This is an optimization exercise on Yosys and OpenROAD, whose aim is small area and few clock cycles per item, not a production implementation.
The RTL was checked by simulation tests, not by an equivalence proof against the original design.

## fp_mult_pipe
module fp_mult_pipe #(
   parameter int EXP_W = 8,
   parameter int MAN_W = 23
) (
   input  logic                 clk,
   input  logic                 rst_n,
   input  logic                 in_valid,
   output logic                 in_ready,
   input  logic [EXP_W+MAN_W:0] x,
   input  logic [EXP_W+MAN_W:0] y,
   output logic                 out_valid,
   input  logic                 out_ready,
   output logic [EXP_W+MAN_W:0] result
   ,
   output logic [3:0]           flags
);
Size in the first run: about 110 I/O pins.
Settings: LEC_CHECK=0, CAP_MARGIN=20, CORE_MARGIN=2, CORE_UTILIZATION=40, CTS_BUF_LIST=sky130_fd_sc_hd__clkbuf_8, GPL_TIMING_DRIVEN=0, SLEW_MARGIN=20; clock period 7.5 ns.
standard.sh (not shown) runs the stock make flow with config.mk's settings and CLKGATE_MAP_FILE= SYNTH_SCRIPT=/design/flow/synth_recipe.tcl, a recipe that flattens the netlist after the stock synthesis.
==> flow/flow/run.sh <==
#!/bin/bash
# Layout flow: the standard ORFS flow (standard.sh) with three changes:
#  - synthesis skips Yosys's generic `abc -fast` pass (synth -noabc), so the full
#    adders written in the RTL reach extract_fa as written;
#  - the final ABC technology mapping uses flow/abc.script (area recovery under a
#    delay target, then gate sizing) instead of ORFS's abc_speed.script;
#  - every port is buffered by a buf_2 instead of the default clkdlybuf4s50_1.
set -euo pipefail
cd "$(dirname "$0")/.."
W=$(pwd)
export FLOW_SYNTH_TCL=$W/synth_recipe.tcl
export FLOW_ABC_SCRIPT=$W/flow/abc.script
export BUFFER_PORTS_ARGS="-buffer_cell sky130_fd_sc_hd__buf_2"
bash standard.sh synth SYNTH_ARGS=-noabc SYNTH_SCRIPT=$W/flow/synth.tcl > synth.log 2>&1
bash standard.sh finish SYNTH_ARGS=-noabc SYNTH_SCRIPT=$W/flow/synth.tcl > layout.log 2>&1
==> flow/flow/abc.script <==
strash
ifraig
balance
rewrite
refactor
balance
rewrite
rewrite -z
balance
refactor -z
rewrite -z
balance
dch -f
map -D 5500
topo
stime -c
buffer -c
upsize -c -D 5500
dnsize -c -D 5500
==> flow/flow/synth.tcl <==
# The standard flow's synthesis script (synth_recipe.tcl, sourced below unchanged), with the
# technology-mapping ABC run given our own script (flow/abc.script) in place of
# ORFS's abc_speed.script.  Only the combinational mapping changes; registers are
# mapped before ABC runs and keep their standard-synthesis names and cells.
proc abc {args} {
  set i [lsearch -exact $args -script]
  if { $i >= 0 } {
    lset args [expr {$i + 1}] $::env(FLOW_ABC_SCRIPT)
    puts "flow/synth.tcl: abc -script $::env(FLOW_ABC_SCRIPT)"
  }
  yosys abc {*}$args
}
source $::env(FLOW_SYNTH_TCL)
Testbench counts at the start, summed over its fixed seeds: cycles 16,008, items 16,000.
==> next run, changes <==
==> flow/flow/abc.script (replaced) <==
strash
ifraig
dch -f
map -D 5500
strash
dch -f
map -D 5500
topo
stime -c
buffer -c
upsize -c -D 5500
dnsize -c -D 5500
Effect: The changed run finished with timing, DRC and antenna clean; clock-buffer cell count stays the same; core utilization went up by 1.1 points; cell area rose by 0.63%; global-route usage stays flat; worst hold slack gets better by 0.0062 ns; wire length decreases by 0.51%; area after synthesis goes down by 0.86%.


fp_mult_pipe, a different RTL version from the one above (not shown whole).
Size in the first run: about 1800 cells after synthesis, ~110 I/O pins.
export LEC_CHECK = 0
export CAP_MARGIN = 20
export CORE_MARGIN = 2
export CORE_UTILIZATION = 40
export CTS_BUF_LIST = sky130_fd_sc_hd__clkbuf_8
export CTS_CLUSTER_DIAMETER = 100
export CTS_CLUSTER_SIZE = 30
export GPL_TIMING_DRIVEN = 0
export SLEW_MARGIN = 20
create_clock -name core_clock -period 7.5 [get_ports {clk}]
==> flow/flow/run.sh <==
#!/bin/bash
# Layout flow: the standard ORFS flow (standard.sh) with three changes:
#  - synthesis skips Yosys's generic `abc -fast` pass (synth -noabc), so the full
#    adders written in the RTL reach extract_fa as written;
#  - the final ABC technology mapping uses flow/abc.script (area recovery under a
#    delay target, then gate sizing) instead of ORFS's abc_speed.script;
#  - every input port is buffered by a buf_2 and every output port by a buf_1,
#    instead of the default clkdlybuf4s50_1.
set -euo pipefail
cd "$(dirname "$0")/.."
W=$(pwd)
export FLOW_SYNTH_TCL=$W/synth_recipe.tcl
export FLOW_ABC_SCRIPT=$W/flow/abc.script
export PRE_GLOBAL_PLACE_TCL=$W/flow/ports.tcl
export BUFFER_PORTS_ARGS="-outputs -buffer_cell sky130_fd_sc_hd__buf_1"
bash standard.sh synth SYNTH_ARGS=-noabc SYNTH_SCRIPT=$W/flow/synth.tcl > synth.log 2>&1
bash standard.sh finish SYNTH_ARGS=-noabc SYNTH_SCRIPT=$W/flow/synth.tcl > layout.log 2>&1
==> flow/flow/abc.script <==
strash
ifraig
dch -f
map -D 5500
topo
stime -c
buffer -c
upsize -c -D 5500
dnsize -c -D 5500
==> flow/flow/ports.tcl <==
# Input ports get a buf_2 each; output ports get a buf_1 each (global_place.tcl's
# own buffer_ports call, through BUFFER_PORTS_ARGS in run.sh).
buffer_ports -inputs -buffer_cell sky130_fd_sc_hd__buf_2
Scripts as last shown in full above: flow/flow/synth.tcl
Testbench counts at the start, summed over its fixed seeds: cycles 16,008, items 16,000.
Rerun with:
--- a/flow/flow/run.sh
+++ b/flow/flow/run.sh
@@ -7,2 +7 @@
-#  - every input port is buffered by a buf_2 and every output port by a buf_1,
-#    instead of the default clkdlybuf4s50_1.
+#  - every port is buffered by a buf_2 instead of the default clkdlybuf4s50_1.
@@ -14,2 +13 @@
-export PRE_GLOBAL_PLACE_TCL=$W/flow/ports.tcl
-export BUFFER_PORTS_ARGS="-outputs -buffer_cell sky130_fd_sc_hd__buf_1"
+export BUFFER_PORTS_ARGS="-buffer_cell sky130_fd_sc_hd__buf_2"
- CORE_UTILIZATION: 40 -> 55
- CTS_CLUSTER_DIAMETER: 100 -> not set
- CTS_CLUSTER_SIZE: 30 -> not set
removed: flow/flow/ports.tcl
What happened: Via count rose by 0.56%. Global-route usage rose by 8.4 points. Count of clock-buffer cells in the layout does not change. Final area fell by 1.7%. Wire length fell by 3.9%. Non-clock buffer count fell by 22. Area after synthesis does not change. Worst setup slack gets worse by 0.090 ns. First-iteration DRC count fell by 2.9%.
Rerun with:
--- a/flow/flow/run.sh
+++ b/flow/flow/run.sh
@@ -7 +7,2 @@
-#  - every port is buffered by a buf_2 instead of the default clkdlybuf4s50_1.
+#  - every input port is buffered by a buf_2 and every output port by a buf_1,
+#    instead of the default clkdlybuf4s50_1.
@@ -13 +14,2 @@
-export BUFFER_PORTS_ARGS="-buffer_cell sky130_fd_sc_hd__buf_2"
+export PRE_GLOBAL_PLACE_TCL=$W/flow/ports.tcl
+export BUFFER_PORTS_ARGS="-outputs -buffer_cell sky130_fd_sc_hd__buf_1"
==> flow/flow/ports.tcl (new file) <==
# Input ports get a buf_2 each; output ports get a buf_1 each (global_place.tcl's
# own buffer_ports call, through BUFFER_PORTS_ARGS in run.sh).
buffer_ports -inputs -buffer_cell sky130_fd_sc_hd__buf_2
- CORE_UTILIZATION: 55 -> 50
- PLACE_DENSITY: not set -> 0.65
Result: Die area rose by 9.8%; cell area is higher by 0.91%; global-route usage is lower by 2.9 points; synthesized cell count stays the same; sequential cell count is unchanged; cell count came out higher by 1.5%; register-to-register slack gets worse by 0.03 ns; critical path depth goes up by 5; core utilization came out lower by 5.1 points; via count barely changes.
Rerun with:
--- a/flow/flow/run.sh
+++ b/flow/flow/run.sh
@@ -7,2 +7 @@
-#  - every input port is buffered by a buf_2 and every output port by a buf_1,
-#    instead of the default clkdlybuf4s50_1.
+#  - every port is buffered by a buf_2 instead of the default clkdlybuf4s50_1.
@@ -14,2 +13,2 @@
-export PRE_GLOBAL_PLACE_TCL=$W/flow/ports.tcl
-export BUFFER_PORTS_ARGS="-outputs -buffer_cell sky130_fd_sc_hd__buf_1"
+export BUFFER_PORTS_ARGS="-buffer_cell sky130_fd_sc_hd__buf_2"
+export REMOVE_ABC_BUFFERS=1
- CORE_UTILIZATION: 50 -> 40
- PLACE_DENSITY: 0.65 -> not set
removed: flow/flow/ports.tcl
The changed run passed the timing, DRC and antenna checks. Area after synthesis stays the same. Cell area is higher by 2.3%. Utilization is lower by 9.9 points. Worst setup slack degrades by 0.018 ns. Die area is higher by 24%. Via count is higher by 1.1%. Wire length is higher by 2.4%.
Rerun with:
--- a/flow/flow/run.sh
+++ b/flow/flow/run.sh
@@ -14 +13,0 @@
-export REMOVE_ABC_BUFFERS=1
- CORE_UTILIZATION: 40 -> 60
What happened:
- clock skew shrinks by 0.0081 ns
- final area shrinks by about 1.9%
- clock-buffer cell count stays the same


## job 6443
Starting RTL as in the previous note.
==> flow/config.mk <==
export PLATFORM = sky130hd
export DESIGN_NAME = fp_mult_pipe
export DESIGN_NICKNAME = fp_mult_pipe
export VERILOG_FILES = /design/flow/design.v
export SDC_FILE = /design/flow/constraint.sdc
export NUM_CORES = 4
export LEC_CHECK = 0
export CAP_MARGIN = 20
export CORE_MARGIN = 2
export CORE_UTILIZATION = 50
export CTS_BUF_LIST = sky130_fd_sc_hd__clkbuf_8
export GPL_TIMING_DRIVEN = 0
export SLEW_MARGIN = 20
==> flow/constraint.sdc <==
create_clock -name core_clock -period 7.5 [get_ports {clk}]
set_input_delay 1.5000 -clock core_clock [delete_from_list [all_inputs] [get_ports {clk}]]
set_output_delay 1.5000 -clock core_clock [all_outputs]
set_load 0.01 [all_outputs]
==> flow/flow/run.sh <==
#!/bin/bash
# Layout flow: the standard ORFS flow (standard.sh) with three changes:
#  - synthesis skips Yosys's generic `abc -fast` pass (synth -noabc), so the full
#    adders written in the RTL reach extract_fa as written;
#  - the final ABC technology mapping uses flow/abc.script (area recovery under a
#    delay target, then gate sizing) instead of ORFS's abc_speed.script;
#  - every port is buffered by a buf_2 instead of the default clkdlybuf4s50_1.
set -euo pipefail
cd "$(dirname "$0")/.."
W=$(pwd)
export FLOW_SYNTH_TCL=$W/synth_recipe.tcl
export FLOW_ABC_SCRIPT=$W/flow/abc.script
export BUFFER_PORTS_ARGS="-buffer_cell sky130_fd_sc_hd__buf_2"
bash standard.sh synth SYNTH_ARGS=-noabc SYNTH_SCRIPT=$W/flow/synth.tcl > synth.log 2>&1
bash standard.sh finish SYNTH_ARGS=-noabc SYNTH_SCRIPT=$W/flow/synth.tcl > layout.log 2>&1
Scripts as last shown in full above: flow/flow/abc.script, flow/flow/synth.tcl
Testbench counts of job 6443, summed over its fixed seeds: cycles 16,008, items 16,000.
> inputs changed (job 6443 -> job 2212)
# job 6443
export LEC_CHECK = 0
export CAP_MARGIN = 20
export CORE_MARGIN = 2
export CORE_UTILIZATION = 50
export CTS_BUF_LIST = sky130_fd_sc_hd__clkbuf_8
export GPL_TIMING_DRIVEN = 0
export SLEW_MARGIN = 20
create_clock -name core_clock -period 7.5 [get_ports {clk}]
# job 2212
export LEC_CHECK = 0
export CAP_MARGIN = 20
export CORE_MARGIN = 2
export CORE_UTILIZATION = 40
export CTS_BUF_LIST = sky130_fd_sc_hd__clkbuf_8
export GPL_TIMING_DRIVEN = 0
export SLEW_MARGIN = 20
create_clock -name core_clock -period 7.5 [get_ports {clk}]
## What came out
Looking at worst hold slack, job 2212 sits 23 ps above job 6443.
Looking at maximum frequency, job 2212 sits below job 6443.
For job 2600, these inputs were changed with respect to job 2212:
# job 2212
export LEC_CHECK = 0
export CAP_MARGIN = 20
export CORE_MARGIN = 2
export CORE_UTILIZATION = 40
export CTS_BUF_LIST = sky130_fd_sc_hd__clkbuf_8
export GPL_TIMING_DRIVEN = 0
export SLEW_MARGIN = 20
create_clock -name core_clock -period 7.5 [get_ports {clk}]
# job 2600
export LEC_CHECK = 0
export CAP_MARGIN = 20
export CORE_MARGIN = 2
export CORE_UTILIZATION = 50
export CTS_BUF_LIST = sky130_fd_sc_hd__clkbuf_8
export GPL_TIMING_DRIVEN = 0
export PLACE_DENSITY = 0.7
export SLEW_MARGIN = 20
create_clock -name core_clock -period 7.5 [get_ports {clk}]
--- a/flow/flow/run.sh
+++ b/flow/flow/run.sh
@@ -5,5 +5,6 @@
 #  - the final ABC technology mapping uses flow/abc.script (area recovery under a
 #    delay target, then gate sizing) instead of ORFS's abc_speed.script;
-#  - every port is buffered by a buf_2 instead of the default clkdlybuf4s50_1.
+#  - every input port is buffered by a buf_2 and every output port by a buf_1,
+#    instead of the default clkdlybuf4s50_1.
 set -euo pipefail
 cd "$(dirname "$0")/.."
@@ -11,5 +12,6 @@
 export FLOW_SYNTH_TCL=$W/synth_recipe.tcl
 export FLOW_ABC_SCRIPT=$W/flow/abc.script
-export BUFFER_PORTS_ARGS="-buffer_cell sky130_fd_sc_hd__buf_2"
+export PRE_GLOBAL_PLACE_TCL=$W/flow/ports.tcl
+export BUFFER_PORTS_ARGS="-outputs -buffer_cell sky130_fd_sc_hd__buf_1"
 bash standard.sh synth SYNTH_ARGS=-noabc SYNTH_SCRIPT=$W/flow/synth.tcl > synth.log 2>&1
 bash standard.sh finish SYNTH_ARGS=-noabc SYNTH_SCRIPT=$W/flow/synth.tcl > layout.log 2>&1
==> flow/flow/ports.tcl (new file) <==
# Input ports get a buf_2 each; output ports get a buf_1 each (global_place.tcl's
# own buffer_ports call, through BUFFER_PORTS_ARGS in run.sh).
buffer_ports -inputs -buffer_cell sky130_fd_sc_hd__buf_2
==> comparison <==
- Job 2600 finished every stage and its layout cleared the timing, DRC and antenna checks.
- Routed wire length (job 2600 over job 2212): decrease, 2000 um
- Delta (job 2600 minus job 2212): share of the clock period used by the worst path now sits at about the same level; global-route wire length before repair now sits lower.
- Looking at critical path depth, job 2600 sits about 10% above job 2212.
- On worst setup margin, job 2212 loses to job 2600.
- Between job 2600 and job 2212, the gate count after technology mapping does not differ in any meaningful way.
Edits applied to the flow inputs when going from job 2600 to job 1600:
# job 2600
export LEC_CHECK = 0
export CAP_MARGIN = 20
export CORE_MARGIN = 2
export CORE_UTILIZATION = 50
export CTS_BUF_LIST = sky130_fd_sc_hd__clkbuf_8
export GPL_TIMING_DRIVEN = 0
export PLACE_DENSITY = 0.7
export SLEW_MARGIN = 20
create_clock -name core_clock -period 7.5 [get_ports {clk}]
# job 1600
export LEC_CHECK = 0
export CAP_MARGIN = 20
export CORE_MARGIN = 2
export CORE_UTILIZATION = 50
export CTS_BUF_LIST = sky130_fd_sc_hd__clkbuf_8
export GPL_TIMING_DRIVEN = 0
export SLEW_MARGIN = 20
create_clock -name core_clock -period 7.5 [get_ports {clk}]
Diff job 1600..job 2600 | count of maximum capacitance violations | unchanged
Job 1600 against job 2600: worst hold slack across all endpoints picked up an extra 30 ps, global-route wire length before repair increased by 1.1% relative to the old numbers.

afterwards: timing with drivers on the ports:
No port has a modelled driver above. Below, the same layouts with a new extraction and two added sets of constraints. Step 1: set_driving_cell puts a clkbuf_16 on clk and a buf_2 on each other input, an assumption about the parent block. Step 2 moves the port delays by t, midway between the first and last clock arrival at a register: inputs arrive t later, outputs are due t later. That takes back most of the time a late clock gives input paths. Slacks: no drivers / after step 1 / after step 2; pairs: no drivers / after step 1.
| run | t, ns | slack for setup (ns) | worst setup path at the end | pins driven straight from the clock port |
|---|---|---|---|---|
| the first run of note 1 | 0.325 | 0.183 / 0.162 / -0.163 | input to register | 1 |
| the second run of note 1 | 0.323 | 0.262 / 0.267 / -0.056 | input to register | 1 |
| the first run of note 2 | 0.334 | 0.221 / 0.213 / -0.121 | input to register | 1 |
| the second run of note 2 | 0.337 | 0.131 / 0.150 / -0.187 | input to register | 1 |
| the third run of note 2 | 0.327 | 0.263 / 0.273 / -0.054 | input to register | 1 |
| the fourth run of note 2 | 0.337 | 0.245 / 0.260 / -0.077 | input to register | 1 |
| the fifth run of note 2 | 0.328 | 0.242 / 0.237 / -0.091 | input to register | 1 |
| job 6443 | 0.334 | 0.270 / 0.284 / -0.050 | input to register | 1 |
| job 2212 | 0.324 | 0.182 / 0.189 / -0.134 | input to register | 1 |
| job 2600 | 0.327 | 0.192 / 0.201 / -0.126 | input to register | 1 |
| job 1600 | 0.323 | 0.223 / 0.232 / -0.091 | input to register | 1 |
Met with ideal ports but missed after step 2: setup timing in every run listed. For the first run of note 1, which loses most, drivers alone change the setup slack by -0.021 ns; drivers and shift together by -0.346 ns.
